This is an optimization exercise on Yosys and OpenROAD, whose aim is small area, a short achievable clock period and few clock cycles per item, not a production implementation.
Only simulation tests tie the RTL to the original design; equivalence was not proved.

==> flow/run.sh <==
#!/bin/bash
# synth_recipe.tcl (not shown) runs the flow's synth.tcl, then flattens the netlist and writes it again
# the make line also repeats each setting of config.mk as NAME=value (left out here)
make -C /OpenROAD-flow-scripts/flow DESIGN_CONFIG=/design/flow/config.mk WORK_HOME=/design/flow/orfs CLKGATE_MAP_FILE= SYNTH_SCRIPT=/design/flow/synth_recipe.tcl finish
==> flow/config.mk <==
export PLATFORM = sky130hd
export DESIGN_NAME = nn_mac_array
export DESIGN_NICKNAME = nn_mac_array
export VERILOG_FILES = /design/flow/design.v
export SDC_FILE = /design/flow/constraint.sdc
export NUM_CORES = 4
export LEC_CHECK = 0
export CAP_MARGIN = 20
export CORE_MARGIN = 2
export CORE_UTILIZATION = 40
export CTS_BUF_LIST = sky130_fd_sc_hd__clkbuf_16
export CTS_CLUSTER_DIAMETER = 70
export CTS_CLUSTER_SIZE = 32
export SETUP_SLACK_MARGIN = 4.2
export SLEW_MARGIN = 20
==> flow/constraint.sdc <==
create_clock -name core_clock -period 8.0 [get_ports {clk}]
set_input_delay 1.6000 -clock core_clock [delete_from_list [all_inputs] [get_ports {clk}]]
set_output_delay 1.6000 -clock core_clock [all_outputs]
set_load 0.01 [all_outputs]
==> flow/design.v <==
module nn_mac_array #(
    parameter int LANES  = 4,
    parameter int DWIDTH = 16,
    parameter int FRAC   = 8,
    parameter int AWIDTH = 40,
    parameter int CWIDTH = 16
) (
    input  logic                    clk,
    input  logic                    rst_n,
    input  logic                    s_valid,
    output logic                    s_ready,
    input  logic                    s_last,
    input  logic [DWIDTH-1:0]       s_x,
    input  logic [LANES*DWIDTH-1:0] s_w,
    input  logic [LANES*DWIDTH-1:0] s_bias,
    input  logic                    relu_en,
    output logic                    m_valid,
    input  logic                    m_ready,
    output logic [LANES*DWIDTH-1:0] m_data,
    output logic [LANES-1:0]        m_ovf,
    output logic [CWIDTH-1:0]       m_count,
    output logic                    busy
);
    localparam logic [AWIDTH-1:0] M0 = 40'h7fffffff;
    localparam logic [AWIDTH-1:0] M1 = 40'h7ffffffd;
    localparam logic [AWIDTH-1:0] K0 = 40'hff80000000;
    localparam logic [AWIDTH-1:0] K1 = 40'h0;
    localparam logic [AWIDTH-1:0] RND = AWIDTH'(1) << (FRAC-1);
    logic s_hs;
    assign s_hs = s_valid & s_ready;
    assign busy = ~s_ready;
    logic [7:0]              enc_one, enc_two, enc_neg;
    logic [7:0]              x_one, x_two, x_neg;
    logic [7:0]              x_one_n, x_two_n, x_neg_n;
    logic [LANES*DWIDTH-1:0] w0;
    logic [DWIDTH-1:0]       b0 [LANES];
    logic                    bc0 [LANES];
    logic                    v0, l0, relu0;
    always_comb begin
        for (int j = 0; j < 8; j++) begin
            logic lo, mid, hi;
            lo  = (j == 0) ? 1'b0 : s_x[2*j-1];
            mid = s_x[2*j];
            hi  = s_x[2*j+1];
            enc_one[j] = s_hs & (mid ^ lo);
            enc_two[j] = s_hs & ((hi & ~mid & ~lo) | (~hi & mid & lo));
            enc_neg[j] = s_hs & hi;
        end
    end
    always_ff @(posedge clk) begin
        x_one   <= enc_one;
        x_two   <= enc_two;
        x_neg   <= enc_neg;
        x_one_n <= ~enc_one;
        x_two_n <= ~enc_two;
        x_neg_n <= ~enc_neg;
        w0      <= s_w;
        for (int i = 0; i < LANES; i++) begin
            logic [DWIDTH-1:0] bg;
            logic [5:0]        mid;
            bg     = (s_hs & s_last) ? s_bias[i*DWIDTH +: DWIDTH] : '0;
            mid    = {1'b0, bg[10:6]} + {5'b0, enc_neg[7]};
            b0[i]  <= {bg[15:11], mid[4:0], bg[5:0]};
            bc0[i] <= mid[5];
        end
        l0    <= s_last;
        relu0 <= relu_en;
    end
    logic                v1, l1, relu1;
    logic [AWIDTH-1:0]   t0_q [LANES];
    logic [AWIDTH-1:0]   t1_q [LANES];
    for (genvar i = 0; i < LANES; i++) begin : g_tree
        logic [AWIDTH-1:0] t0, t1;
        nn_mac_lane_tree u_tree (
            .one (i[0] ? ~x_one_n : x_one),
            .two (i[0] ? ~x_two_n : x_two),
            .neg (i[0] ? ~x_neg_n : x_neg),
            .w   (w0[i*DWIDTH +: DWIDTH]),
            .b   (b0[i]),
            .bc  (bc0[i]),
            .r0  (t0),
            .r1  (t1)
        );
        always_ff @(posedge clk) begin
            t0_q[i] <= t0;
            t1_q[i] <= t1;
        end
    end
    always_ff @(posedge clk) begin
        l1    <= l0;
        relu1 <= relu0;
    end
    logic                a_fin, a_init, a_relu;
    logic [CWIDTH-1:0]   a_cnt;
    logic [AWIDTH-1:0]   acc_q [LANES];
    logic                fin, out_free, done, relu_f;
    logic [CWIDTH-1:0]   cnt_f;
    logic [AWIDTH-1:0]   sum [LANES];
    logic [LANES-1:0]    all0, all1;
    assign fin      = (v1 & l1) | a_fin;         
    assign out_free = ~m_valid;
    assign done     = fin & out_free;             
    assign relu_f   = v1 ? relu1 : a_relu;
    assign cnt_f    = v1 ? (a_cnt + {{(CWIDTH-1){1'b0}}, ~&a_cnt}) : a_cnt;
    logic [AWIDTH-1:0] add_a [LANES];
    logic [AWIDTH-1:0] add_b [LANES];
    logic [AWIDTH-1:0] add_s [LANES];
    for (genvar i = 0; i < LANES; i++) begin : g_add
        logic [AWIDTH-1:0] y0, y1;
        assign y0       = (t0_q[i] & M0) | K0;
        assign y1       = (t1_q[i] & M1) | K1;
        assign add_a[i] = acc_q[i] ^ y0 ^ y1;
        assign add_b[i] = ((acc_q[i] & y0) | (acc_q[i] & y1) | (y0 & y1)) << 1;
        nn_mac_add u_add (.a(add_a[i]), .b(add_b[i]), .s(add_s[i]));
    end
    always_comb begin
        for (int i = 0; i < LANES; i++) begin
            logic [AWIDTH-1:0] p, q;
            p      = add_a[i];
            q      = add_b[i];
            sum[i] = add_s[i];
            begin
                logic ok0, ok1;
                ok0 = 1'b1;
                ok1 = 1'b1;
                for (int k = FRAC+DWIDTH; k < AWIDTH; k++) begin
                    ok0 &= ~((p[k] ^ q[k]) ^ (p[k-1] | q[k-1]));
                    ok1 &=  ((p[k] ^ q[k]) ^ (p[k-1] & q[k-1]));
                end
                all0[i] = ok0 & ~sum[i][FRAC+DWIDTH-1];
                all1[i] = ok1 &  sum[i][FRAC+DWIDTH-1];
            end
        end
    end
    always_ff @(posedge clk) begin
        a_relu <= relu_f;
        a_cnt  <= (done | a_init) ? '0 : cnt_f;
        for (int i = 0; i < LANES; i++)
            acc_q[i] <= (done | a_init) ? RND : sum[i];
    end
    always_ff @(posedge clk) begin
        if (done) begin
            m_count <= cnt_f;
            for (int i = 0; i < LANES; i++) begin
                logic ovf, neg;
                logic [DWIDTH-1:0] r;
                ovf = ~(all0[i] | all1[i]);
                neg = sum[i][AWIDTH-1];
                r   = ovf ? {neg, {(DWIDTH-1){~neg}}} : sum[i][FRAC +: DWIDTH];
                if (relu_f && r[DWIDTH-1]) r = '0;
                m_data[i*DWIDTH +: DWIDTH] <= r;
                m_ovf[i] <= ovf;
            end
        end
    end
    logic       a_fin_d, m_valid_d;
    logic [2:0] closed_d;
    assign a_fin_d   = fin & ~out_free;
    assign m_valid_d = done | (m_valid & ~m_ready);
    assign closed_d  = {2'b0, s_hs & s_last} + {2'b0, v0 & l0} + {2'b0, a_fin_d} + {2'b0, m_valid_d};
    always_ff @(posedge clk or negedge rst_n) begin
        if (!rst_n) begin
            s_ready <= 1'b0;
            v0      <= 1'b0;
            v1      <= 1'b0;
            a_fin   <= 1'b0;
            a_init  <= 1'b1;
            m_valid <= 1'b0;
        end else begin
            s_ready <= (closed_d <= 3'd1);
            v0      <= s_hs;
            v1      <= v0;
            a_fin   <= a_fin_d;
            a_init  <= 1'b0;
            m_valid <= m_valid_d;
        end
    end
endmodule
module nn_mac_lane_tree (
    input  logic [7:0]  one, two, neg,
    input  logic [15:0] w,
    input  logic [15:0] b,
    input  logic        bc,
    output logic [39:0] r0, r1
);
    wire pp1 = (one[0] & w[0]) ^ neg[0];
    wire pp2 = ((one[0] & w[1]) | (two[0] & w[0])) ^ neg[0];
    wire pp3 = ((one[0] & w[2]) | (two[0] & w[1])) ^ neg[0];
    wire pp4 = ((one[0] & w[3]) | (two[0] & w[2])) ^ neg[0];
    wire pp5 = ((one[0] & w[4]) | (two[0] & w[3])) ^ neg[0];
    wire pp6 = ((one[0] & w[5]) | (two[0] & w[4])) ^ neg[0];
    wire pp7 = ((one[0] & w[6]) | (two[0] & w[5])) ^ neg[0];
    wire pp8 = ((one[0] & w[7]) | (two[0] & w[6])) ^ neg[0];
    wire pp9 = ((one[0] & w[8]) | (two[0] & w[7])) ^ neg[0];
    wire pp10 = ((one[0] & w[9]) | (two[0] & w[8])) ^ neg[0];
    wire pp11 = ((one[0] & w[10]) | (two[0] & w[9])) ^ neg[0];
    wire pp12 = ((one[0] & w[11]) | (two[0] & w[10])) ^ neg[0];
    wire pp13 = ((one[0] & w[12]) | (two[0] & w[11])) ^ neg[0];
    wire pp14 = ((one[0] & w[13]) | (two[0] & w[12])) ^ neg[0];
    wire pp15 = ((one[0] & w[14]) | (two[0] & w[13])) ^ neg[0];
    wire pp16 = ((one[0] & w[15]) | (two[0] & w[14])) ^ neg[0];
    wire pp17 = ((one[0] | two[0]) & w[15]) ^ neg[0];
    wire pn18 = ~pp17;
    wire pp19 = (one[1] & w[0]) ^ neg[1];
    wire pp20 = ((one[1] & w[1]) | (two[1] & w[0])) ^ neg[1];
    wire pp21 = ((one[1] & w[2]) | (two[1] & w[1])) ^ neg[1];
    wire pp22 = ((one[1] & w[3]) | (two[1] & w[2])) ^ neg[1];
    wire pp23 = ((one[1] & w[4]) | (two[1] & w[3])) ^ neg[1];
    wire pp24 = ((one[1] & w[5]) | (two[1] & w[4])) ^ neg[1];
    wire pp25 = ((one[1] & w[6]) | (two[1] & w[5])) ^ neg[1];
    wire pp26 = ((one[1] & w[7]) | (two[1] & w[6])) ^ neg[1];
    wire pp27 = ((one[1] & w[8]) | (two[1] & w[7])) ^ neg[1];
    wire pp28 = ((one[1] & w[9]) | (two[1] & w[8])) ^ neg[1];
    wire pp29 = ((one[1] & w[10]) | (two[1] & w[9])) ^ neg[1];
    wire pp30 = ((one[1] & w[11]) | (two[1] & w[10])) ^ neg[1];
    wire pp31 = ((one[1] & w[12]) | (two[1] & w[11])) ^ neg[1];
    wire pp32 = ((one[1] & w[13]) | (two[1] & w[12])) ^ neg[1];
    wire pp33 = ((one[1] & w[14]) | (two[1] & w[13])) ^ neg[1];
    wire pp34 = ((one[1] & w[15]) | (two[1] & w[14])) ^ neg[1];
    wire pp35 = ~(((one[1] | two[1]) & w[15]) ^ neg[1]);
    wire pp36 = (one[2] & w[0]) ^ neg[2];
    wire pp37 = ((one[2] & w[1]) | (two[2] & w[0])) ^ neg[2];
    wire pp38 = ((one[2] & w[2]) | (two[2] & w[1])) ^ neg[2];
    wire pp39 = ((one[2] & w[3]) | (two[2] & w[2])) ^ neg[2];
    wire pp40 = ((one[2] & w[4]) | (two[2] & w[3])) ^ neg[2];
    wire pp41 = ((one[2] & w[5]) | (two[2] & w[4])) ^ neg[2];
    wire pp42 = ((one[2] & w[6]) | (two[2] & w[5])) ^ neg[2];
    wire pp43 = ((one[2] & w[7]) | (two[2] & w[6])) ^ neg[2];
    wire pp44 = ((one[2] & w[8]) | (two[2] & w[7])) ^ neg[2];
    wire pp45 = ((one[2] & w[9]) | (two[2] & w[8])) ^ neg[2];
    wire pp46 = ((one[2] & w[10]) | (two[2] & w[9])) ^ neg[2];
    wire pp47 = ((one[2] & w[11]) | (two[2] & w[10])) ^ neg[2];
    wire pp48 = ((one[2] & w[12]) | (two[2] & w[11])) ^ neg[2];
    wire pp49 = ((one[2] & w[13]) | (two[2] & w[12])) ^ neg[2];
    wire pp50 = ((one[2] & w[14]) | (two[2] & w[13])) ^ neg[2];
    wire pp51 = ((one[2] & w[15]) | (two[2] & w[14])) ^ neg[2];
    wire pp52 = ~(((one[2] | two[2]) & w[15]) ^ neg[2]);
    wire pp53 = (one[3] & w[0]) ^ neg[3];
    wire pp54 = ((one[3] & w[1]) | (two[3] & w[0])) ^ neg[3];
    wire pp55 = ((one[3] & w[2]) | (two[3] & w[1])) ^ neg[3];
    wire pp56 = ((one[3] & w[3]) | (two[3] & w[2])) ^ neg[3];
    wire pp57 = ((one[3] & w[4]) | (two[3] & w[3])) ^ neg[3];
    wire pp58 = ((one[3] & w[5]) | (two[3] & w[4])) ^ neg[3];
    wire pp59 = ((one[3] & w[6]) | (two[3] & w[5])) ^ neg[3];
    wire pp60 = ((one[3] & w[7]) | (two[3] & w[6])) ^ neg[3];
    wire pp61 = ((one[3] & w[8]) | (two[3] & w[7])) ^ neg[3];
    wire pp62 = ((one[3] & w[9]) | (two[3] & w[8])) ^ neg[3];
    wire pp63 = ((one[3] & w[10]) | (two[3] & w[9])) ^ neg[3];
    wire pp64 = ((one[3] & w[11]) | (two[3] & w[10])) ^ neg[3];
    wire pp65 = ((one[3] & w[12]) | (two[3] & w[11])) ^ neg[3];
    wire pp66 = ((one[3] & w[13]) | (two[3] & w[12])) ^ neg[3];
    wire pp67 = ((one[3] & w[14]) | (two[3] & w[13])) ^ neg[3];
    wire pp68 = ((one[3] & w[15]) | (two[3] & w[14])) ^ neg[3];
    wire pp69 = ~(((one[3] | two[3]) & w[15]) ^ neg[3]);
    wire pp70 = (one[4] & w[0]) ^ neg[4];
    wire pp71 = ((one[4] & w[1]) | (two[4] & w[0])) ^ neg[4];
    wire pp72 = ((one[4] & w[2]) | (two[4] & w[1])) ^ neg[4];
    wire pp73 = ((one[4] & w[3]) | (two[4] & w[2])) ^ neg[4];
    wire pp74 = ((one[4] & w[4]) | (two[4] & w[3])) ^ neg[4];
    wire pp75 = ((one[4] & w[5]) | (two[4] & w[4])) ^ neg[4];
    wire pp76 = ((one[4] & w[6]) | (two[4] & w[5])) ^ neg[4];
    wire pp77 = ((one[4] & w[7]) | (two[4] & w[6])) ^ neg[4];
    wire pp78 = ((one[4] & w[8]) | (two[4] & w[7])) ^ neg[4];
    wire pp79 = ((one[4] & w[9]) | (two[4] & w[8])) ^ neg[4];
    wire pp80 = ((one[4] & w[10]) | (two[4] & w[9])) ^ neg[4];
    wire pp81 = ((one[4] & w[11]) | (two[4] & w[10])) ^ neg[4];
    wire pp82 = ((one[4] & w[12]) | (two[4] & w[11])) ^ neg[4];
    wire pp83 = ((one[4] & w[13]) | (two[4] & w[12])) ^ neg[4];
    wire pp84 = ((one[4] & w[14]) | (two[4] & w[13])) ^ neg[4];
    wire pp85 = ((one[4] & w[15]) | (two[4] & w[14])) ^ neg[4];
    wire pp86 = ~(((one[4] | two[4]) & w[15]) ^ neg[4]);
    wire pp87 = (one[5] & w[0]) ^ neg[5];
    wire pp88 = ((one[5] & w[1]) | (two[5] & w[0])) ^ neg[5];
    wire pp89 = ((one[5] & w[2]) | (two[5] & w[1])) ^ neg[5];
    wire pp90 = ((one[5] & w[3]) | (two[5] & w[2])) ^ neg[5];
    wire pp91 = ((one[5] & w[4]) | (two[5] & w[3])) ^ neg[5];
    wire pp92 = ((one[5] & w[5]) | (two[5] & w[4])) ^ neg[5];
    wire pp93 = ((one[5] & w[6]) | (two[5] & w[5])) ^ neg[5];
    wire pp94 = ((one[5] & w[7]) | (two[5] & w[6])) ^ neg[5];
    wire pp95 = ((one[5] & w[8]) | (two[5] & w[7])) ^ neg[5];
    wire pp96 = ((one[5] & w[9]) | (two[5] & w[8])) ^ neg[5];
    wire pp97 = ((one[5] & w[10]) | (two[5] & w[9])) ^ neg[5];
    wire pp98 = ((one[5] & w[11]) | (two[5] & w[10])) ^ neg[5];
    wire pp99 = ((one[5] & w[12]) | (two[5] & w[11])) ^ neg[5];
    wire pp100 = ((one[5] & w[13]) | (two[5] & w[12])) ^ neg[5];
    wire pp101 = ((one[5] & w[14]) | (two[5] & w[13])) ^ neg[5];
    wire pp102 = ((one[5] & w[15]) | (two[5] & w[14])) ^ neg[5];
    wire pp103 = ~(((one[5] | two[5]) & w[15]) ^ neg[5]);
    wire pp104 = (one[6] & w[0]) ^ neg[6];
    wire pp105 = ((one[6] & w[1]) | (two[6] & w[0])) ^ neg[6];
    wire pp106 = ((one[6] & w[2]) | (two[6] & w[1])) ^ neg[6];
    wire pp107 = ((one[6] & w[3]) | (two[6] & w[2])) ^ neg[6];
    wire pp108 = ((one[6] & w[4]) | (two[6] & w[3])) ^ neg[6];
    wire pp109 = ((one[6] & w[5]) | (two[6] & w[4])) ^ neg[6];
    wire pp110 = ((one[6] & w[6]) | (two[6] & w[5])) ^ neg[6];
    wire pp111 = ((one[6] & w[7]) | (two[6] & w[6])) ^ neg[6];
    wire pp112 = ((one[6] & w[8]) | (two[6] & w[7])) ^ neg[6];
    wire pp113 = ((one[6] & w[9]) | (two[6] & w[8])) ^ neg[6];
    wire pp114 = ((one[6] & w[10]) | (two[6] & w[9])) ^ neg[6];
    wire pp115 = ((one[6] & w[11]) | (two[6] & w[10])) ^ neg[6];
    wire pp116 = ((one[6] & w[12]) | (two[6] & w[11])) ^ neg[6];
    wire pp117 = ((one[6] & w[13]) | (two[6] & w[12])) ^ neg[6];
    wire pp118 = ((one[6] & w[14]) | (two[6] & w[13])) ^ neg[6];
    wire pp119 = ((one[6] & w[15]) | (two[6] & w[14])) ^ neg[6];
    wire pp120 = ~(((one[6] | two[6]) & w[15]) ^ neg[6]);
    wire pp121 = (one[7] & w[0]) ^ neg[7];
    wire pp122 = ((one[7] & w[1]) | (two[7] & w[0])) ^ neg[7];
    wire pp123 = ((one[7] & w[2]) | (two[7] & w[1])) ^ neg[7];
    wire pp124 = ((one[7] & w[3]) | (two[7] & w[2])) ^ neg[7];
    wire pp125 = ((one[7] & w[4]) | (two[7] & w[3])) ^ neg[7];
    wire pp126 = ((one[7] & w[5]) | (two[7] & w[4])) ^ neg[7];
    wire pp127 = ((one[7] & w[6]) | (two[7] & w[5])) ^ neg[7];
    wire pp128 = ((one[7] & w[7]) | (two[7] & w[6])) ^ neg[7];
    wire pp129 = ((one[7] & w[8]) | (two[7] & w[7])) ^ neg[7];
    wire pp130 = ((one[7] & w[9]) | (two[7] & w[8])) ^ neg[7];
    wire pp131 = ((one[7] & w[10]) | (two[7] & w[9])) ^ neg[7];
    wire pp132 = ((one[7] & w[11]) | (two[7] & w[10])) ^ neg[7];
    wire pp133 = ((one[7] & w[12]) | (two[7] & w[11])) ^ neg[7];
    wire pp134 = ((one[7] & w[13]) | (two[7] & w[12])) ^ neg[7];
    wire pp135 = ((one[7] & w[14]) | (two[7] & w[13])) ^ neg[7];
    wire pp136 = ((one[7] & w[15]) | (two[7] & w[14])) ^ neg[7];
    wire pp137 = ~(((one[7] | two[7]) & w[15]) ^ neg[7]);
    wire bn138 = ~b[15];
    wire hs139 = pp9 ^ pp25;
    wire hc140 = pp9 & pp25;
    wire hs141 = pp10 ^ pp26;
    wire hc142 = pp10 & pp26;
    wire ft143 = pp11 ^ pp27;
    wire fs144 = ft143 ^ pp42;
    wire fc145 = (pp11 & pp27) | (ft143 & pp42);
    wire hs146 = pp57 ^ pp72;
    wire hc147 = pp57 & pp72;
    wire ft148 = pp12 ^ pp28;
    wire fs149 = ft148 ^ pp43;
    wire fc150 = (pp12 & pp28) | (ft148 & pp43);
    wire hs151 = pp58 ^ pp73;
    wire hc152 = pp58 & pp73;
    wire ft153 = pp13 ^ pp29;
    wire fs154 = ft153 ^ pp44;
    wire fc155 = (pp13 & pp29) | (ft153 & pp44);
    wire ft156 = pp59 ^ pp74;
    wire fs157 = ft156 ^ pp89;
    wire fc158 = (pp59 & pp74) | (ft156 & pp89);
    wire hs159 = pp104 ^ neg[6];
    wire hc160 = pp104 & neg[6];
    wire ft161 = pp14 ^ pp30;
    wire fs162 = ft161 ^ pp45;
    wire fc163 = (pp14 & pp30) | (ft161 & pp45);
    wire ft164 = pp60 ^ pp75;
    wire fs165 = ft164 ^ pp90;
    wire fc166 = (pp60 & pp75) | (ft164 & pp90);
    wire hs167 = pp105 ^ b[5];
    wire hc168 = pp105 & b[5];
    wire ft169 = pp15 ^ pp31;
    wire fs170 = ft169 ^ pp46;
    wire fc171 = (pp15 & pp31) | (ft169 & pp46);
    wire ft172 = pp61 ^ pp76;
    wire fs173 = ft172 ^ pp91;
    wire fc174 = (pp61 & pp76) | (ft172 & pp91);
    wire ft175 = pp106 ^ pp121;
    wire fs176 = ft175 ^ b[6];
    wire fc177 = (pp106 & pp121) | (ft175 & b[6]);
    wire ft178 = pp16 ^ pp32;
    wire fs179 = ft178 ^ pp47;
    wire fc180 = (pp16 & pp32) | (ft178 & pp47);
    wire ft181 = pp62 ^ pp77;
    wire fs182 = ft181 ^ pp92;
    wire fc183 = (pp62 & pp77) | (ft181 & pp92);
    wire ft184 = pp107 ^ pp122;
    wire fs185 = ft184 ^ b[7];
    wire fc186 = (pp107 & pp122) | (ft184 & b[7]);
    wire ft187 = pp17 ^ pp33;
    wire fs188 = ft187 ^ pp48;
    wire fc189 = (pp17 & pp33) | (ft187 & pp48);
    wire ft190 = pp63 ^ pp78;
    wire fs191 = ft190 ^ pp93;
    wire fc192 = (pp63 & pp78) | (ft190 & pp93);
    wire ft193 = pp108 ^ pp123;
    wire fs194 = ft193 ^ b[8];
    wire fc195 = (pp108 & pp123) | (ft193 & b[8]);
    wire ft196 = pp17 ^ pp34;
    wire fs197 = ft196 ^ pp49;
    wire fc198 = (pp17 & pp34) | (ft196 & pp49);
    wire ft199 = pp64 ^ pp79;
    wire fs200 = ft199 ^ pp94;
    wire fc201 = (pp64 & pp79) | (ft199 & pp94);
    wire ft202 = pp109 ^ pp124;
    wire fs203 = ft202 ^ b[9];
    wire fc204 = (pp109 & pp124) | (ft202 & b[9]);
    wire ft205 = pn18 ^ pp35;
    wire fs206 = ft205 ^ pp50;
    wire fc207 = (pn18 & pp35) | (ft205 & pp50);
    wire ft208 = pp65 ^ pp80;
    wire fs209 = ft208 ^ pp95;
    wire fc210 = (pp65 & pp80) | (ft208 & pp95);
    wire ft211 = pp110 ^ pp125;
    wire fs212 = ft211 ^ b[10];
    wire fc213 = (pp110 & pp125) | (ft211 & b[10]);
    wire ft214 = pp51 ^ pp66;
    wire fs215 = ft214 ^ pp81;
    wire fc216 = (pp51 & pp66) | (ft214 & pp81);
    wire ft217 = pp96 ^ pp111;
    wire fs218 = ft217 ^ pp126;
    wire fc219 = (pp96 & pp111) | (ft217 & pp126);
    wire fs220 = ~(b[11] ^ bc);
    wire fc221 = b[11] | bc;
    wire ft222 = pp52 ^ pp67;
    wire fs223 = ft222 ^ pp82;
    wire fc224 = (pp52 & pp67) | (ft222 & pp82);
    wire ft225 = pp97 ^ pp112;
    wire fs226 = ft225 ^ pp127;
    wire fc227 = (pp97 & pp112) | (ft225 & pp127);
    wire ft228 = pp68 ^ pp83;
    wire fs229 = ft228 ^ pp98;
    wire fc230 = (pp68 & pp83) | (ft228 & pp98);
    wire hs231 = pp113 ^ pp128;
    wire hc232 = pp113 & pp128;
    wire ft233 = pp69 ^ pp84;
    wire fs234 = ft233 ^ pp99;
    wire fc235 = (pp69 & pp84) | (ft233 & pp99);
    wire hs236 = pp7 ^ pp23;
    wire hc237 = pp7 & pp23;
    wire hs238 = pp8 ^ pp24;
    wire hc239 = pp8 & pp24;
    wire ft240 = hs139 ^ pp40;
    wire fs241 = ft240 ^ pp55;
    wire fc242 = (hs139 & pp40) | (ft240 & pp55);
    wire hs243 = pp70 ^ neg[4];
    wire hc244 = pp70 & neg[4];
    wire ft245 = hs141 ^ pp41;
    wire fs246 = ft245 ^ pp56;
    wire fc247 = (hs141 & pp41) | (ft245 & pp56);
    wire ft248 = pp71 ^ b[1];
    wire fs249 = ft248 ^ hc140;
    wire fc250 = (pp71 & b[1]) | (ft248 & hc140);
    wire ft251 = fs144 ^ hs146;
    wire fs252 = ft251 ^ pp87;
    wire fc253 = (fs144 & hs146) | (ft251 & pp87);
    wire ft254 = neg[5] ^ b[2];
    wire fs255 = ft254 ^ hc142;
    wire fc256 = (neg[5] & b[2]) | (ft254 & hc142);
    wire ft257 = fs149 ^ hs151;
    wire fs258 = ft257 ^ pp88;
    wire fc259 = (fs149 & hs151) | (ft257 & pp88);
    wire ft260 = b[3] ^ fc145;
    wire fs261 = ft260 ^ hc147;
    wire fc262 = (b[3] & fc145) | (ft260 & hc147);
    wire ft263 = fs154 ^ fs157;
    wire fs264 = ft263 ^ hs159;
    wire fc265 = (fs154 & fs157) | (ft263 & hs159);
    wire ft266 = b[4] ^ fc150;
    wire fs267 = ft266 ^ hc152;
    wire fc268 = (b[4] & fc150) | (ft266 & hc152);
    wire ft269 = fs162 ^ fs165;
    wire fs270 = ft269 ^ hs167;
    wire fc271 = (fs162 & fs165) | (ft269 & hs167);
    wire ft272 = fc155 ^ fc158;
    wire fs273 = ft272 ^ hc160;
    wire fc274 = (fc155 & fc158) | (ft272 & hc160);
    wire ft275 = fs170 ^ fs173;
    wire fs276 = ft275 ^ fs176;
    wire fc277 = (fs170 & fs173) | (ft275 & fs176);
    wire ft278 = fc163 ^ fc166;
    wire fs279 = ft278 ^ hc168;
    wire fc280 = (fc163 & fc166) | (ft278 & hc168);
    wire ft281 = fs179 ^ fs182;
    wire fs282 = ft281 ^ fs185;
    wire fc283 = (fs179 & fs182) | (ft281 & fs185);
    wire ft284 = fc171 ^ fc174;
    wire fs285 = ft284 ^ fc177;
    wire fc286 = (fc171 & fc174) | (ft284 & fc177);
    wire ft287 = fs188 ^ fs191;
    wire fs288 = ft287 ^ fs194;
    wire fc289 = (fs188 & fs191) | (ft287 & fs194);
    wire ft290 = fc180 ^ fc183;
    wire fs291 = ft290 ^ fc186;
    wire fc292 = (fc180 & fc183) | (ft290 & fc186);
    wire ft293 = fs197 ^ fs200;
    wire fs294 = ft293 ^ fs203;
    wire fc295 = (fs197 & fs200) | (ft293 & fs203);
    wire ft296 = fc189 ^ fc192;
    wire fs297 = ft296 ^ fc195;
    wire fc298 = (fc189 & fc192) | (ft296 & fc195);
    wire ft299 = fs206 ^ fs209;
    wire fs300 = ft299 ^ fs212;
    wire fc301 = (fs206 & fs209) | (ft299 & fs212);
    wire ft302 = fc198 ^ fc201;
    wire fs303 = ft302 ^ fc204;
    wire fc304 = (fc198 & fc201) | (ft302 & fc204);
    wire ft305 = fs215 ^ fs218;
    wire fs306 = ft305 ^ fs220;
    wire fc307 = (fs215 & fs218) | (ft305 & fs220);
    wire ft308 = fc207 ^ fc210;
    wire fs309 = ft308 ^ fc213;
    wire fc310 = (fc207 & fc210) | (ft308 & fc213);
    wire ft311 = fs223 ^ fs226;
    wire fs312 = ft311 ^ b[12];
    wire fc313 = (fs223 & fs226) | (ft311 & b[12]);
    wire ft314 = fc216 ^ fc219;
    wire fs315 = ft314 ^ fc221;
    wire fc316 = (fc216 & fc219) | (ft314 & fc221);
    wire ft317 = fs229 ^ hs231;
    wire fs318 = ft317 ^ b[13];
    wire fc319 = (fs229 & hs231) | (ft317 & b[13]);
    wire fs320 = ~(fc224 ^ fc227);
    wire fc321 = fc224 | fc227;
    wire ft322 = fs234 ^ pp114;
    wire fs323 = ft322 ^ pp129;
    wire fc324 = (fs234 & pp114) | (ft322 & pp129);
    wire ft325 = b[14] ^ fc230;
    wire fs326 = ft325 ^ hc232;
    wire fc327 = (b[14] & fc230) | (ft325 & hc232);
    wire ft328 = pp85 ^ pp100;
    wire fs329 = ft328 ^ pp115;
    wire fc330 = (pp85 & pp100) | (ft328 & pp115);
    wire ft331 = pp130 ^ bn138;
    wire fs332 = ft331 ^ fc235;
    wire fc333 = (pp130 & bn138) | (ft331 & fc235);
    wire ft334 = pp86 ^ pp101;
    wire fs335 = ft334 ^ pp116;
    wire fc336 = (pp86 & pp101) | (ft334 & pp116);
    wire hs337 = pp102 ^ pp117;
    wire hc338 = pp102 & pp117;
    wire hs339 = pp5 ^ pp21;
    wire hc340 = pp5 & pp21;
    wire hs341 = pp6 ^ pp22;
    wire hc342 = pp6 & pp22;
    wire ft343 = hs236 ^ pp38;
    wire fs344 = ft343 ^ pp53;
    wire fc345 = (hs236 & pp38) | (ft343 & pp53);
    wire ft346 = hs238 ^ pp39;
    wire fs347 = ft346 ^ pp54;
    wire fc348 = (hs238 & pp39) | (ft346 & pp54);
    wire ft349 = fs241 ^ hs243;
    wire fs350 = ft349 ^ b[0];
    wire fc351 = (fs241 & hs243) | (ft349 & b[0]);
    wire ft352 = fs246 ^ fs249;
    wire fs353 = ft352 ^ fc242;
    wire fc354 = (fs246 & fs249) | (ft352 & fc242);
    wire ft355 = fs252 ^ fs255;
    wire fs356 = ft355 ^ fc247;
    wire fc357 = (fs252 & fs255) | (ft355 & fc247);
    wire ft358 = fs258 ^ fs261;
    wire fs359 = ft358 ^ fc253;
    wire fc360 = (fs258 & fs261) | (ft358 & fc253);
    wire ft361 = fs264 ^ fs267;
    wire fs362 = ft361 ^ fc259;
    wire fc363 = (fs264 & fs267) | (ft361 & fc259);
    wire ft364 = fs270 ^ fs273;
    wire fs365 = ft364 ^ fc265;
    wire fc366 = (fs270 & fs273) | (ft364 & fc265);
    wire ft367 = fs276 ^ fs279;
    wire fs368 = ft367 ^ fc271;
    wire fc369 = (fs276 & fs279) | (ft367 & fc271);
    wire ft370 = fs282 ^ fs285;
    wire fs371 = ft370 ^ fc277;
    wire fc372 = (fs282 & fs285) | (ft370 & fc277);
    wire ft373 = fs288 ^ fs291;
    wire fs374 = ft373 ^ fc283;
    wire fc375 = (fs288 & fs291) | (ft373 & fc283);
    wire ft376 = fs294 ^ fs297;
    wire fs377 = ft376 ^ fc289;
    wire fc378 = (fs294 & fs297) | (ft376 & fc289);
    wire ft379 = fs300 ^ fs303;
    wire fs380 = ft379 ^ fc295;
    wire fc381 = (fs300 & fs303) | (ft379 & fc295);
    wire ft382 = fs306 ^ fs309;
    wire fs383 = ft382 ^ fc301;
    wire fc384 = (fs306 & fs309) | (ft382 & fc301);
    wire ft385 = fs312 ^ fs315;
    wire fs386 = ft385 ^ fc307;
    wire fc387 = (fs312 & fs315) | (ft385 & fc307);
    wire ft388 = fs318 ^ fs320;
    wire fs389 = ft388 ^ fc313;
    wire fc390 = (fs318 & fs320) | (ft388 & fc313);
    wire ft391 = fs323 ^ fs326;
    wire fs392 = ft391 ^ fc319;
    wire fc393 = (fs323 & fs326) | (ft391 & fc319);
    wire ft394 = fs329 ^ fs332;
    wire fs395 = ft394 ^ fc324;
    wire fc396 = (fs329 & fs332) | (ft394 & fc324);
    wire ft397 = fs335 ^ pp131;
    wire fs398 = ft397 ^ fc330;
    wire fc399 = (fs335 & pp131) | (ft397 & fc330);
    wire ft400 = hs337 ^ pp132;
    wire fs401 = ft400 ^ fc336;
    wire fc402 = (hs337 & pp132) | (ft400 & fc336);
    wire ft403 = pp103 ^ pp118;
    wire fs404 = ft403 ^ pp133;
    wire fc405 = (pp103 & pp118) | (ft403 & pp133);
    wire hs406 = pp119 ^ pp134;
    wire hc407 = pp119 & pp134;
    wire hs408 = pp3 ^ pp19;
    wire hc409 = pp3 & pp19;
    wire hs410 = pp4 ^ pp20;
    wire hc411 = pp4 & pp20;
    wire ft412 = hs339 ^ pp36;
    wire fs413 = ft412 ^ neg[2];
    wire fc414 = (hs339 & pp36) | (ft412 & neg[2]);
    wire ft415 = hs341 ^ pp37;
    wire fs416 = ft415 ^ hc340;
    wire fc417 = (hs341 & pp37) | (ft415 & hc340);
    wire ft418 = fs344 ^ neg[3];
    wire fs419 = ft418 ^ hc342;
    wire fc420 = (fs344 & neg[3]) | (ft418 & hc342);
    wire ft421 = fs347 ^ hc237;
    wire fs422 = ft421 ^ fc345;
    wire fc423 = (fs347 & hc237) | (ft421 & fc345);
    wire ft424 = fs350 ^ hc239;
    wire fs425 = ft424 ^ fc348;
    wire fc426 = (fs350 & hc239) | (ft424 & fc348);
    wire ft427 = fs353 ^ hc244;
    wire fs428 = ft427 ^ fc351;
    wire fc429 = (fs353 & hc244) | (ft427 & fc351);
    wire ft430 = fs356 ^ fc250;
    wire fs431 = ft430 ^ fc354;
    wire fc432 = (fs356 & fc250) | (ft430 & fc354);
    wire ft433 = fs359 ^ fc256;
    wire fs434 = ft433 ^ fc357;
    wire fc435 = (fs359 & fc256) | (ft433 & fc357);
    wire ft436 = fs362 ^ fc262;
    wire fs437 = ft436 ^ fc360;
    wire fc438 = (fs362 & fc262) | (ft436 & fc360);
    wire ft439 = fs365 ^ fc268;
    wire fs440 = ft439 ^ fc363;
    wire fc441 = (fs365 & fc268) | (ft439 & fc363);
    wire ft442 = fs368 ^ fc274;
    wire fs443 = ft442 ^ fc366;
    wire fc444 = (fs368 & fc274) | (ft442 & fc366);
    wire ft445 = fs371 ^ fc280;
    wire fs446 = ft445 ^ fc369;
    wire fc447 = (fs371 & fc280) | (ft445 & fc369);
    wire ft448 = fs374 ^ fc286;
    wire fs449 = ft448 ^ fc372;
    wire fc450 = (fs374 & fc286) | (ft448 & fc372);
    wire ft451 = fs377 ^ fc292;
    wire fs452 = ft451 ^ fc375;
    wire fc453 = (fs377 & fc292) | (ft451 & fc375);
    wire ft454 = fs380 ^ fc298;
    wire fs455 = ft454 ^ fc378;
    wire fc456 = (fs380 & fc298) | (ft454 & fc378);
    wire ft457 = fs383 ^ fc304;
    wire fs458 = ft457 ^ fc381;
    wire fc459 = (fs383 & fc304) | (ft457 & fc381);
    wire ft460 = fs386 ^ fc310;
    wire fs461 = ft460 ^ fc384;
    wire fc462 = (fs386 & fc310) | (ft460 & fc384);
    wire ft463 = fs389 ^ fc316;
    wire fs464 = ft463 ^ fc387;
    wire fc465 = (fs389 & fc316) | (ft463 & fc387);
    wire ft466 = fs392 ^ fc321;
    wire fs467 = ft466 ^ fc390;
    wire fc468 = (fs392 & fc321) | (ft466 & fc390);
    wire ft469 = fs395 ^ fc327;
    wire fs470 = ft469 ^ fc393;
    wire fc471 = (fs395 & fc327) | (ft469 & fc393);
    wire ft472 = fs398 ^ fc333;
    wire fs473 = ft472 ^ fc396;
    wire fc474 = (fs398 & fc333) | (ft472 & fc396);
    wire fs475 = ~(fs401 ^ fc399);
    wire fc476 = fs401 | fc399;
    wire ft477 = fs404 ^ hc338;
    wire fs478 = ft477 ^ fc402;
    wire fc479 = (fs404 & hc338) | (ft477 & fc402);
    wire fs480 = ~(hs406 ^ fc405);
    wire fc481 = hs406 | fc405;
    wire ft482 = pp120 ^ pp135;
    wire fs483 = ft482 ^ hc407;
    wire fc484 = (pp120 & pp135) | (ft482 & hc407);
    wire fn485 = ~pp136;
    assign r0[0] = pp1;
    assign r0[1] = pp2;
    assign r0[2] = hs408;
    assign r0[3] = hs410;
    assign r0[4] = fs413;
    assign r0[5] = fs416;
    assign r0[6] = fs419;
    assign r0[7] = fs422;
    assign r0[8] = fs425;
    assign r0[9] = fs428;
    assign r0[10] = fs431;
    assign r0[11] = fs434;
    assign r0[12] = fs437;
    assign r0[13] = fs440;
    assign r0[14] = fs443;
    assign r0[15] = fs446;
    assign r0[16] = fs449;
    assign r0[17] = fs452;
    assign r0[18] = fs455;
    assign r0[19] = fs458;
    assign r0[20] = fs461;
    assign r0[21] = fs464;
    assign r0[22] = fs467;
    assign r0[23] = fs470;
    assign r0[24] = fs473;
    assign r0[25] = fs475;
    assign r0[26] = fs478;
    assign r0[27] = fs480;
    assign r0[28] = fs483;
    assign r0[29] = fn485;
    assign r0[30] = pp137;
    assign r0[31] = 1'b1;
    assign r0[32] = 1'b1;
    assign r0[33] = 1'b1;
    assign r0[34] = 1'b1;
    assign r0[35] = 1'b1;
    assign r0[36] = 1'b1;
    assign r0[37] = 1'b1;
    assign r0[38] = 1'b1;
    assign r0[39] = 1'b1;
    assign r1[0] = neg[0];
    assign r1[1] = 1'b0;
    assign r1[2] = neg[1];
    assign r1[3] = hc409;
    assign r1[4] = hc411;
    assign r1[5] = fc414;
    assign r1[6] = fc417;
    assign r1[7] = fc420;
    assign r1[8] = fc423;
    assign r1[9] = fc426;
    assign r1[10] = fc429;
    assign r1[11] = fc432;
    assign r1[12] = fc435;
    assign r1[13] = fc438;
    assign r1[14] = fc441;
    assign r1[15] = fc444;
    assign r1[16] = fc447;
    assign r1[17] = fc450;
    assign r1[18] = fc453;
    assign r1[19] = fc456;
    assign r1[20] = fc459;
    assign r1[21] = fc462;
    assign r1[22] = fc465;
    assign r1[23] = fc468;
    assign r1[24] = fc471;
    assign r1[25] = fc474;
    assign r1[26] = fc476;
    assign r1[27] = fc479;
    assign r1[28] = fc481;
    assign r1[29] = fc484;
    assign r1[30] = pp136;
    assign r1[31] = 1'b0;
    assign r1[32] = 1'b0;
    assign r1[33] = 1'b0;
    assign r1[34] = 1'b0;
    assign r1[35] = 1'b0;
    assign r1[36] = 1'b0;
    assign r1[37] = 1'b0;
    assign r1[38] = 1'b0;
    assign r1[39] = 1'b0;
endmodule
module nn_mac_add (
    input  logic [39:0] a, b,
    output logic [39:0] s
);
    logic [39:0] g0, p0;
    assign g0 = a & b;
    assign p0 = a ^ b;
    wire g1_1 = g0[1] | (p0[1] & g0[0]);
    wire g1_3 = g0[3] | (p0[3] & g0[2]);
    wire p1_3 = p0[3] & p0[2];
    wire g1_5 = g0[5] | (p0[5] & g0[4]);
    wire p1_5 = p0[5] & p0[4];
    wire g1_7 = g0[7] | (p0[7] & g0[6]);
    wire p1_7 = p0[7] & p0[6];
    wire g1_9 = g0[9] | (p0[9] & g0[8]);
    wire p1_9 = p0[9] & p0[8];
    wire g1_11 = g0[11] | (p0[11] & g0[10]);
    wire p1_11 = p0[11] & p0[10];
    wire g1_13 = g0[13] | (p0[13] & g0[12]);
    wire p1_13 = p0[13] & p0[12];
    wire g1_15 = g0[15] | (p0[15] & g0[14]);
    wire p1_15 = p0[15] & p0[14];
    wire g1_17 = g0[17] | (p0[17] & g0[16]);
    wire p1_17 = p0[17] & p0[16];
    wire g1_19 = g0[19] | (p0[19] & g0[18]);
    wire p1_19 = p0[19] & p0[18];
    wire g1_21 = g0[21] | (p0[21] & g0[20]);
    wire p1_21 = p0[21] & p0[20];
    wire g1_23 = g0[23] | (p0[23] & g0[22]);
    wire p1_23 = p0[23] & p0[22];
    wire g1_25 = g0[25] | (p0[25] & g0[24]);
    wire p1_25 = p0[25] & p0[24];
    wire g1_27 = g0[27] | (p0[27] & g0[26]);
    wire p1_27 = p0[27] & p0[26];
    wire g1_29 = g0[29] | (p0[29] & g0[28]);
    wire p1_29 = p0[29] & p0[28];
    wire g1_31 = g0[31] | (p0[31] & g0[30]);
    wire p1_31 = p0[31] & p0[30];
    wire g1_33 = g0[33] | (p0[33] & g0[32]);
    wire p1_33 = p0[33] & p0[32];
    wire g1_35 = g0[35] | (p0[35] & g0[34]);
    wire p1_35 = p0[35] & p0[34];
    wire g1_37 = g0[37] | (p0[37] & g0[36]);
    wire p1_37 = p0[37] & p0[36];
    wire g1_39 = g0[39] | (p0[39] & g0[38]);
    wire p1_39 = p0[39] & p0[38];
    wire g2_2 = g0[2] | (p0[2] & g1_1);
    wire g2_3 = g1_3 | (p1_3 & g1_1);
    wire g2_6 = g0[6] | (p0[6] & g1_5);
    wire p2_6 = p0[6] & p1_5;
    wire g2_7 = g1_7 | (p1_7 & g1_5);
    wire p2_7 = p1_7 & p1_5;
    wire g2_10 = g0[10] | (p0[10] & g1_9);
    wire p2_10 = p0[10] & p1_9;
    wire g2_11 = g1_11 | (p1_11 & g1_9);
    wire p2_11 = p1_11 & p1_9;
    wire g2_14 = g0[14] | (p0[14] & g1_13);
    wire p2_14 = p0[14] & p1_13;
    wire g2_15 = g1_15 | (p1_15 & g1_13);
    wire p2_15 = p1_15 & p1_13;
    wire g2_18 = g0[18] | (p0[18] & g1_17);
    wire p2_18 = p0[18] & p1_17;
    wire g2_19 = g1_19 | (p1_19 & g1_17);
    wire p2_19 = p1_19 & p1_17;
    wire g2_22 = g0[22] | (p0[22] & g1_21);
    wire p2_22 = p0[22] & p1_21;
    wire g2_23 = g1_23 | (p1_23 & g1_21);
    wire p2_23 = p1_23 & p1_21;
    wire g2_26 = g0[26] | (p0[26] & g1_25);
    wire p2_26 = p0[26] & p1_25;
    wire g2_27 = g1_27 | (p1_27 & g1_25);
    wire p2_27 = p1_27 & p1_25;
    wire g2_30 = g0[30] | (p0[30] & g1_29);
    wire p2_30 = p0[30] & p1_29;
    wire g2_31 = g1_31 | (p1_31 & g1_29);
    wire p2_31 = p1_31 & p1_29;
    wire g2_34 = g0[34] | (p0[34] & g1_33);
    wire p2_34 = p0[34] & p1_33;
    wire g2_35 = g1_35 | (p1_35 & g1_33);
    wire p2_35 = p1_35 & p1_33;
    wire g2_38 = g0[38] | (p0[38] & g1_37);
    wire p2_38 = p0[38] & p1_37;
    wire g2_39 = g1_39 | (p1_39 & g1_37);
    wire p2_39 = p1_39 & p1_37;
    wire g3_4 = g0[4] | (p0[4] & g2_3);
    wire g3_5 = g1_5 | (p1_5 & g2_3);
    wire g3_6 = g2_6 | (p2_6 & g2_3);
    wire g3_7 = g2_7 | (p2_7 & g2_3);
    wire g3_12 = g0[12] | (p0[12] & g2_11);
    wire p3_12 = p0[12] & p2_11;
    wire g3_13 = g1_13 | (p1_13 & g2_11);
    wire p3_13 = p1_13 & p2_11;
    wire g3_14 = g2_14 | (p2_14 & g2_11);
    wire p3_14 = p2_14 & p2_11;
    wire g3_15 = g2_15 | (p2_15 & g2_11);
    wire p3_15 = p2_15 & p2_11;
    wire g3_20 = g0[20] | (p0[20] & g2_19);
    wire p3_20 = p0[20] & p2_19;
    wire g3_21 = g1_21 | (p1_21 & g2_19);
    wire p3_21 = p1_21 & p2_19;
    wire g3_22 = g2_22 | (p2_22 & g2_19);
    wire p3_22 = p2_22 & p2_19;
    wire g3_23 = g2_23 | (p2_23 & g2_19);
    wire p3_23 = p2_23 & p2_19;
    wire g3_28 = g0[28] | (p0[28] & g2_27);
    wire p3_28 = p0[28] & p2_27;
    wire g3_29 = g1_29 | (p1_29 & g2_27);
    wire p3_29 = p1_29 & p2_27;
    wire g3_30 = g2_30 | (p2_30 & g2_27);
    wire p3_30 = p2_30 & p2_27;
    wire g3_31 = g2_31 | (p2_31 & g2_27);
    wire p3_31 = p2_31 & p2_27;
    wire g3_36 = g0[36] | (p0[36] & g2_35);
    wire p3_36 = p0[36] & p2_35;
    wire g3_37 = g1_37 | (p1_37 & g2_35);
    wire p3_37 = p1_37 & p2_35;
    wire g3_38 = g2_38 | (p2_38 & g2_35);
    wire p3_38 = p2_38 & p2_35;
    wire g3_39 = g2_39 | (p2_39 & g2_35);
    wire p3_39 = p2_39 & p2_35;
    wire g4_8 = g0[8] | (p0[8] & g3_7);
    wire g4_9 = g1_9 | (p1_9 & g3_7);
    wire g4_10 = g2_10 | (p2_10 & g3_7);
    wire g4_11 = g2_11 | (p2_11 & g3_7);
    wire g4_12 = g3_12 | (p3_12 & g3_7);
    wire g4_13 = g3_13 | (p3_13 & g3_7);
    wire g4_14 = g3_14 | (p3_14 & g3_7);
    wire g4_15 = g3_15 | (p3_15 & g3_7);
    wire g4_24 = g0[24] | (p0[24] & g3_23);
    wire p4_24 = p0[24] & p3_23;
    wire g4_25 = g1_25 | (p1_25 & g3_23);
    wire p4_25 = p1_25 & p3_23;
    wire g4_26 = g2_26 | (p2_26 & g3_23);
    wire p4_26 = p2_26 & p3_23;
    wire g4_27 = g2_27 | (p2_27 & g3_23);
    wire p4_27 = p2_27 & p3_23;
    wire g4_28 = g3_28 | (p3_28 & g3_23);
    wire p4_28 = p3_28 & p3_23;
    wire g4_29 = g3_29 | (p3_29 & g3_23);
    wire p4_29 = p3_29 & p3_23;
    wire g4_30 = g3_30 | (p3_30 & g3_23);
    wire p4_30 = p3_30 & p3_23;
    wire g4_31 = g3_31 | (p3_31 & g3_23);
    wire p4_31 = p3_31 & p3_23;
    wire g5_16 = g0[16] | (p0[16] & g4_15);
    wire g5_17 = g1_17 | (p1_17 & g4_15);
    wire g5_18 = g2_18 | (p2_18 & g4_15);
    wire g5_19 = g2_19 | (p2_19 & g4_15);
    wire g5_20 = g3_20 | (p3_20 & g4_15);
    wire g5_21 = g3_21 | (p3_21 & g4_15);
    wire g5_22 = g3_22 | (p3_22 & g4_15);
    wire g5_23 = g3_23 | (p3_23 & g4_15);
    wire g5_24 = g4_24 | (p4_24 & g4_15);
    wire g5_25 = g4_25 | (p4_25 & g4_15);
    wire g5_26 = g4_26 | (p4_26 & g4_15);
    wire g5_27 = g4_27 | (p4_27 & g4_15);
    wire g5_28 = g4_28 | (p4_28 & g4_15);
    wire g5_29 = g4_29 | (p4_29 & g4_15);
    wire g5_30 = g4_30 | (p4_30 & g4_15);
    wire g5_31 = g4_31 | (p4_31 & g4_15);
    wire g6_32 = g0[32] | (p0[32] & g5_31);
    wire g6_33 = g1_33 | (p1_33 & g5_31);
    wire g6_34 = g2_34 | (p2_34 & g5_31);
    wire g6_35 = g2_35 | (p2_35 & g5_31);
    wire g6_36 = g3_36 | (p3_36 & g5_31);
    wire g6_37 = g3_37 | (p3_37 & g5_31);
    wire g6_38 = g3_38 | (p3_38 & g5_31);
    wire g6_39 = g3_39 | (p3_39 & g5_31);
    assign s = p0 ^ {g6_38, g6_37, g6_36, g6_35, g6_34, g6_33, g6_32, g5_31, g5_30, g5_29, g5_28, g5_27, g5_26, g5_25, g5_24, g5_23, g5_22, g5_21, g5_20, g5_19, g5_18, g5_17, g5_16, g4_15, g4_14, g4_13, g4_12, g4_11, g4_10, g4_9, g4_8, g3_7, g3_6, g3_5, g3_4, g2_3, g2_2, g1_1, g0[0], 1'b0};
endmodule
==> impl_results.md, run 1 <==
* Status: finished clean
* Post-Syn Area at 0.04897 mm2
* Die Y at 353.9 um
* # IOs at 237
* CP delay by family, top: adder cells
* Pre-Repair DR Iteration Count at 5
* DR WL/cell at 21.00 um
* Die width at 353.9 um
* Placed insts at 6,345
* Setup TNS Final at 0 ns
* Gr usage total at 0.2145
* Worst path max stage delay at 0.94 ns
* First-pass GRT wire length at 209.6 mm
* Synth Area in Compound Gates at 0.1076
* Post-synthesis simple-gate area fraction at 0.06221
* Synth Flop Type: dfxtp_1
* Residual DRC count at 0
* Maximum clock frequency at 268.9 MHz
* Layout cells sized above 1 at 0.07006
* Row cnt at 128
* Initial DRC Count at 2,761
* Final Hold Violating Endpoints at 0
* Slew Viols, Final at 0
* Largest family of logic cells by synthesized area: adder cells
* CTS sink count at 691
* Max FO, Critical Path at 31
* ANT nets after route at 0
* Max Buffers Root-to-Sink at 3
* Dpl ws at 3.594 ns
* Relative slew margins at 0.2751
* Post-Synth Adder-Cell Area at 0.3129
* Final Setup Violations at 0
* Initial core utilization at 0.4023
* PnR worst setup slack at 4.281 ns
* Global route total overflow at 0
* Synth unique cells at 71
* CTS Buf Count at 55
* Post-synthesis sequential area ratio at 0.3003
* Post-synthesis mux area share at 0.001788
* Clock skew at 0.06332 ns
* Hold crit path type: flop to flop
* Req. time, crit path at 8.59 ns
* Pin count of the biggest net entering global routing at 69
* Most frequent cells in the layout: inv_1, fa_1, dfxtp_1
* Number of flops mapped to enable cells by yosys at 84
* Min Hold Slack at 0.3558 ns
* Syn_area_per_cell at 10.29 um2
* Arr. time, crit path at 4.30 ns
* Reg2reg setup slack at 4.28 ns
* Final core occ at 0.4579
* Commonest non-fill, non-tap cell in the layout: inv_1
* DPL Wire Length at 96.12 mm
* Sequence of cells on the critical path: o22ai_1 -> xnor2_1 -> fa_1 -> inv_1 -> fa_1 -> fa_1 -> fa_1 -> inv_1
* GPL Wtd Cong at 0.8702
* Final worst path period need at 3.719 ns
* Worst-margin pin slew at 1.087 ns
* Vias at 33,853
* Synth Warn # at 18
* Post-Syn Nets at 5,790
* Clock latency (worst-skew pair) at 0.72 ns
* CP Buf/Inv Count at 2
* CTS tree: done
* Root buf cell: clkbuf_16
* Final critical-path share of the clock period at 0.4649
* RSZ-0062 raised after global routing: no
* Vias per cell at 5.223
* Fin nets at 5,838
* Seq cells post-synth at 691
* H-tree levels at 2
* Slowest stage cell, crit path: dfxtp_2
* Drt total wl at 136.1 mm
* Final Non-Filler Cells at 6,481
* XOR/XNOR share of the synthesized area at 0.1409
* Core area at 0.1217 mm2
* Synth Instances at 4,759
* Clk slew on worst S/H paths at 0.10 ns
* Asr flop ratio synth at 0.008683
* CP Launch Type: flop
* Die area at 0.1252 mm2
* Max Cap Viol at 0
* P&R area growth vs syn at 13.81%
* Most frequent CP cell: fa_1
* Vias in the first global route at 35,471
* Initial antenna violation count at 10
* IO Port Bufs at 236
* Endpoint class of the critical path: flop
* CP Class: flop to flop
-- cells by family after synthesis --
| kind of cell | Yosys count |
|---|---|
| XOR/XNOR | 788 |
| adder cells (fa/ha/maj) | 881 |
| buffers and inverters | 963 |
| AO/OA/AOI/OAI | 797 |
| flip-flops | 691 |
| multiplexers | 8 |
| other | 1 |
| AND/OR/NAND/NOR | 630 |
-- area by class of cell --
class | count | area, um2
Timing Repair Buffer | 312 | 3027
Fill cell | 11445 | 65980
Clock buffer | 58 | 1451
Clock inverter | 45 | 793.3
Tap cell | 1625 | 2033
Multi-Input combinational cell | 3109 | 31230
Inverter | 638 | 2430
Antenna cell | 3 | 7.507
Sequential cell | 691 | 14760
-- flip-flops by register name, indices dropped and copies added (netlist names), 8 cells and up --
register,count
x_neg_n,8
x_two_n,8
g_add.y1,116
w0,64
x_two,8
x_one_n,8
m_count,16
x_one,8
m_data,64
g_add.y0,124
a_cnt,16
b0,64
x_neg,8
acc_q,160
-- repair_timing --
action,in CTS,in global routing
setup endpoints to repair,138,181
cloned,2,2
pin swaps,10,27
hold buffers,0,0
gates resized for setup,60,86
buffers inserted,13,13
-- synthesized netlist by cell type, types with 4 or more instances --
cell,count,area [um2]
mux2_2,5,56.30
and3_1,14,87.58
clkbuf_1,283,1062
o21ai_0,104,520.5
or3_1,8,50.05
and4_1,4,35.03
nor3_1,19,95.09
a21oi_1,70,350.3
inv_1,632,2372
dfxtp_1,601,12030
ha_1,308,3854
a21o_1,28,210.2
xor2_1,336,2943
a22oi_1,241,1809
nand2b_1,21,131.4
o21a_1,14,105.1
or2_2,10,62.56
o21ai_2,11,96.34
nand3_1,24,120.1
o21ai_1,4,20.02
nor3b_1,5,37.54
nor2_1,203,762.0
and2_1,92,575.6
xnor2_1,452,3959
edfxtp_1,84,2522
o22ai_1,244,1526
dfrtp_1,5,125.1
o21bai_1,12,90.09
a31oi_1,23,143.9
a31o_2,5,43.79
nand4_1,38,237.7
nor2b_1,12,75.07
nand2_1,150,563.0
a221oi_1,5,43.79
fa_1,573,11470
buf_1,39,146.4
a211oi_1,9,67.56
nor4_1,16,100.1
-- metal layers --
layer	GRT usage	up-vias	wire, um
met5	0	-	0
met4	0.06627	0	4144
met3	0.04675	226	11560
met2	0.3213	1346	57750
met1	0.3089	16805	62660
li1	-	15476	-
-- worst register-to-register path: cells and delay by family, from the launching register on --
family	cells	cell delay, ns
adder cells (fa/ha/maj)	4	2.13
flip-flops	1	0.94
AO/OA/AOI/OAI	1	0.20
XOR/XNOR	1	0.20
buffers and inverters	2	0.12
-- final timing paths --
check,end,cells after the start,startpoint
max,g_add[1].y0[24],8,x_two_n[5]
min,relu1,0,relu0
max reg2reg,g_add[1].y0[24],8,x_two_n[5]
min reg2reg,relu1,0,relu0
max in group asynchronous,a_init,1,rst_n
min in group asynchronous,v0,1,rst_n
-- metrics by stage --
stage	cell area, um2
floorplan	48980
finish	55740
global route	55730
detailed placement	52570
global placement	52550
CTS	55230
Testbench counts, summed over its fixed seeds: cycles 13,941, items 1,600.
==> run 2: changes to the inputs <==
==> flow/flow/run.sh (new file) <==
#!/bin/bash
# The standard layout, with the port buffers taken from buf_1 instead of the
# cell buffer_ports picks by default (a larger, slower delay cell). Timing
# repair still resizes any of them that limit timing.
set -euo pipefail
export BUFFER_PORTS_ARGS="-buffer_cell sky130_fd_sc_hd__buf_1"
bash standard.sh > standard.log 2>&1
==> flow/standard.sh (new file) <==
#!/bin/bash
# synth_recipe.tcl (not shown) runs the flow's synth.tcl, then flattens the netlist and writes it again
# the make line also repeats each setting of config.mk as NAME=value (left out here)
make -C /OpenROAD-flow-scripts/flow DESIGN_CONFIG=/design/flow/config.mk WORK_HOME=/design/flow/orfs CLKGATE_MAP_FILE= SYNTH_SCRIPT=/design/flow/synth_recipe.tcl "${@:-finish}"
--- a/flow/config.mk
+++ b/flow/config.mk
@@ -9,7 +9,7 @@
 export CORE_MARGIN = 2
 export CORE_UTILIZATION = 40
 export CTS_BUF_LIST = sky130_fd_sc_hd__clkbuf_16
-export CTS_CLUSTER_DIAMETER = 70
-export CTS_CLUSTER_SIZE = 32
+export CTS_CLUSTER_DIAMETER = 60
+export CTS_CLUSTER_SIZE = 24
 export SETUP_SLACK_MARGIN = 4.2
 export SLEW_MARGIN = 20
removed: flow/run.sh
==> run 2 against run 1 <==
Net effect:
- maximum frequency down 0.84%
- still clean
- hold slack worse by 0.013 ns
- largest cell class unchanged
- die area unchanged
- clock skew down 0.021 ns
==> impl_results.md, run 2 <==
* Max FO, Critical Path at 16
* Reg area at 0.01479 mm2
* Post-Syn Area at 0.04897 mm2
* Met2 wire length at 57.63 mm
* CP Launch Type: flop
* CP Class: flop to flop
* Hold crit path type: flop to flop
* Vias per cell at 5.194
* Vias in the first global route at 35,538
* Multi-input logic area at 0.03126 mm2
* Pin count of the biggest net entering global routing at 63
* Req. time, crit path at 8.38 ns
* Synth Instances at 4,759
* Clk slew on worst S/H paths at 0.07 ns
* ANT nets after route at 0
* CP endpoint: m_data[31]
* Worst-margin pin slew at 0.9378 ns
* Post-synthesis sequential area ratio at 0.3003
* Hold path depth at 0
* Fin nets at 5,853
* Biggest register: acc_q
* Initial antenna violation count at 8
* First-pass GRT wire length at 208.6 mm
* Synth Warn # at 18
* Endpoint class of the critical path: flop
* Drt total wl at 135.0 mm
* Reg2reg setup slack at 4.25 ns
* Max Buffers Root-to-Sink at 3
* Clock latency (worst-skew pair) at 0.66 ns
* Global route total overflow at 0
* Setup TNS Final at 0 ns
* Hold buffer count at CTS at 0
* Arr. time, crit path at 4.13 ns
* Crit Reg-Reg Endpoint: m_data[31]
* Post-Syn Nets at 5,790
* Final Hold Violating Endpoints at 0
* DR WL/cell at 20.74 um
* Commonest non-fill, non-tap cell in the layout: inv_1
* Final critical-path share of the clock period at 0.4688
* Seq cells post-synth at 691
* Ant diodes at 0
* Max Cap Viol at 0
* Placed insts at 6,339
* Status: finished clean
* List of most frequent post-synthesis cells: inv_1, dfxtp_1, fa_1
* Synth unique cells at 71
* IO Port Bufs at 236
* Die width at 353.9 um
* H-tree levels at 3
* Pre-Repair DR Iteration Count at 6
* Initial core utilization at 0.4023
* Maximum clock frequency at 266.6 MHz
* Clock skew at 0.04238 ns
* Final Non-Filler Cells at 6,508
* Initial DRC Count at 2,491
* RSZ-0062 raised after global routing: yes
* Die area at 0.1252 mm2
* DPL Wire Length at 96.42 mm
* Top layer in use: met5
* Core area at 0.1217 mm2
* Residual DRC count at 0
* # IOs at 237
* Gr usage total at 0.2146
* Number of flops mapped to enable cells by yosys at 84
* Row cnt at 128
* Cell with the most instances after synthesis: inv_1
* DP Area at 0.05104 mm2
* Relative slew margins at 0.3748
* Synth Flop Type: dfxtp_1
* CTS sink count at 691
* Root buf cell: clkbuf_16
* GPL Wtd Cong at 0.8808
* Final worst path period need at 3.751 ns
* Filler cell count at 11,626
* Synth area leader: dfxtp_1
* DRT met1 WL at 61.59 mm
* Final Setup Violations at 0
* Final Instance Area at 0.05475 mm2
* Critical R2R Launch: g_add[1].y1[21]
* Die Y at 353.9 um
* Vias at 33,805
* Most frequent cells in the layout: inv_1, fa_1, dfxtp_1
* Syn_area_per_cell at 10.29 um2
* P&R area growth vs syn at 11.79%
* CP startpoint: g_add[1].y1[21]
* Layout cells sized above 1 at 0.07618
* Slew Viols, Final at 0
* Max reg flops at 160
* Top cells by area in the synthesized netlist: dfxtp_1, fa_1, xnor2_1
* Worst R2R Path Depth at 12
* CTS tree: done
* Met3 WL post-DR at 12.06 mm
* CTS Buf Count at 75
* Asr flop ratio synth at 0.008683
* Top cell type's share of synthesized area at 0.2457
run 2: cell counts after synthesis:
No cell type changed its count.
run 2: critical path, stage by stage, from the launching register on:
cell	delay, ns
dfxtp_1	0.49
fa_1	0.47
ha_1	0.34
a21o_1	0.22
a21o_1	0.22
a221oi_1	0.35
a21bo_2	0.31
a31oi_4	0.21
o311ai_4	0.15
a211oi_2	0.29
o21ai_2	0.13
buf_12	0.16
nor3b_2	0.15
run 2: metrics by stage:
step / utilization / hold slack [ns] / setup slack [ns]
final: 0.4498 / 0.3429 / 4.249
after global routing: 0.4498 / 0.3528 / 4.136
after CTS: 0.4449 / 0.3545 / 4.176
after detailed placement: 0.4193 / 0.3269 / 3.566
after global placement: 0.4193 / 0.3293 / 3.757
after floorplan: - / 0.3096 / 4.352
run 2: worst min-delay path by stage:
stage	start	to	slack, ns
final	relu0	relu1	0.34
after global routing	relu0	relu1	0.35
after CTS	relu0	relu1	0.35
after detailed placement	relu0	relu1	0.33
after global placement	relu0	relu1	0.33
after floorplan	relu0	relu1	0.31
run 2: area by class of cell:
class                   instances  share of cell area
clock inverters                57             0.01307
well taps                    1625             0.03714
multi-input cells            3107              0.5710
clock buffers                  81             0.03702
flip-flops and latches        691              0.2701
repair buffers                309             0.02738
inverters                     638             0.04425
run 2: per-layer routing:
layer | up-vias | global-route usage
met4 | 6 | 0.06941
met2 | 1323 | 0.3189
met1 | 16711 | 0.3066
met5 | - | 0
met3 | 235 | 0.05170
li1 | 15530 | -
run 2: timing repair:
action / 4_1_cts / 5_1_grt
pin swaps: 6 / 28
resized for setup: 53 / 101
setup endpoints to repair: 120 / 100
cloned: 2 / 0
buffers inserted: 11 / 18
run 2: cells by family after synthesis:
group / Yosys count / share of synthesized area
flip-flops: 691 / 0.3003
other: 1 / 0.00007657
buffers and inverters: 963 / 0.07414
multiplexers: 8 / 0.001788
XOR/XNOR: 788 / 0.1409
AND/OR/NAND/NOR: 630 / 0.06221
AO/OA/AOI/OAI: 797 / 0.1076
adder cells (fa/ha/maj): 881 / 0.3129

## static timing again, ports no longer ideal
Ports are ideal in the flow. The routed layouts listed here were re-timed in OpenROAD.
Step 1 (the two cells are an assumption about what drives the block):
set clk [get_ports {clk}]
set_driving_cell -lib_cell sky130_fd_sc_hd__clkbuf_16 $clk
set_driving_cell -lib_cell sky130_fd_sc_hd__buf_2 [delete_from_list [all_inputs] $clk]
Step 2 moves the port delays by t, midway between the first and last clock arrival at a register: inputs arrive t later, outputs are due t later. That takes back most of the time a late clock gives input paths.
a / b / c = no drivers / after step 1 / after step 2; a / b = the first two.
| run | shift t [ns] | setup WS [ns] | worst setup path at the end | worst slew at a driven data input, ns | pins driven straight from the clock port |
|---|---|---|---|---|---|
| run 1 | 0.758 | 4.281 / 4.281 / 3.693 | input to register | 0.16 | 1 |
| run 2 | 0.710 | 4.249 / 4.249 / 4.131 | input to register | 0.11 | 1 |
After both steps setup and hold are still met in every run listed. The setup slack of run 1, which loses most, moves by 0.000 ns with the drivers and by -0.588 ns with both steps.
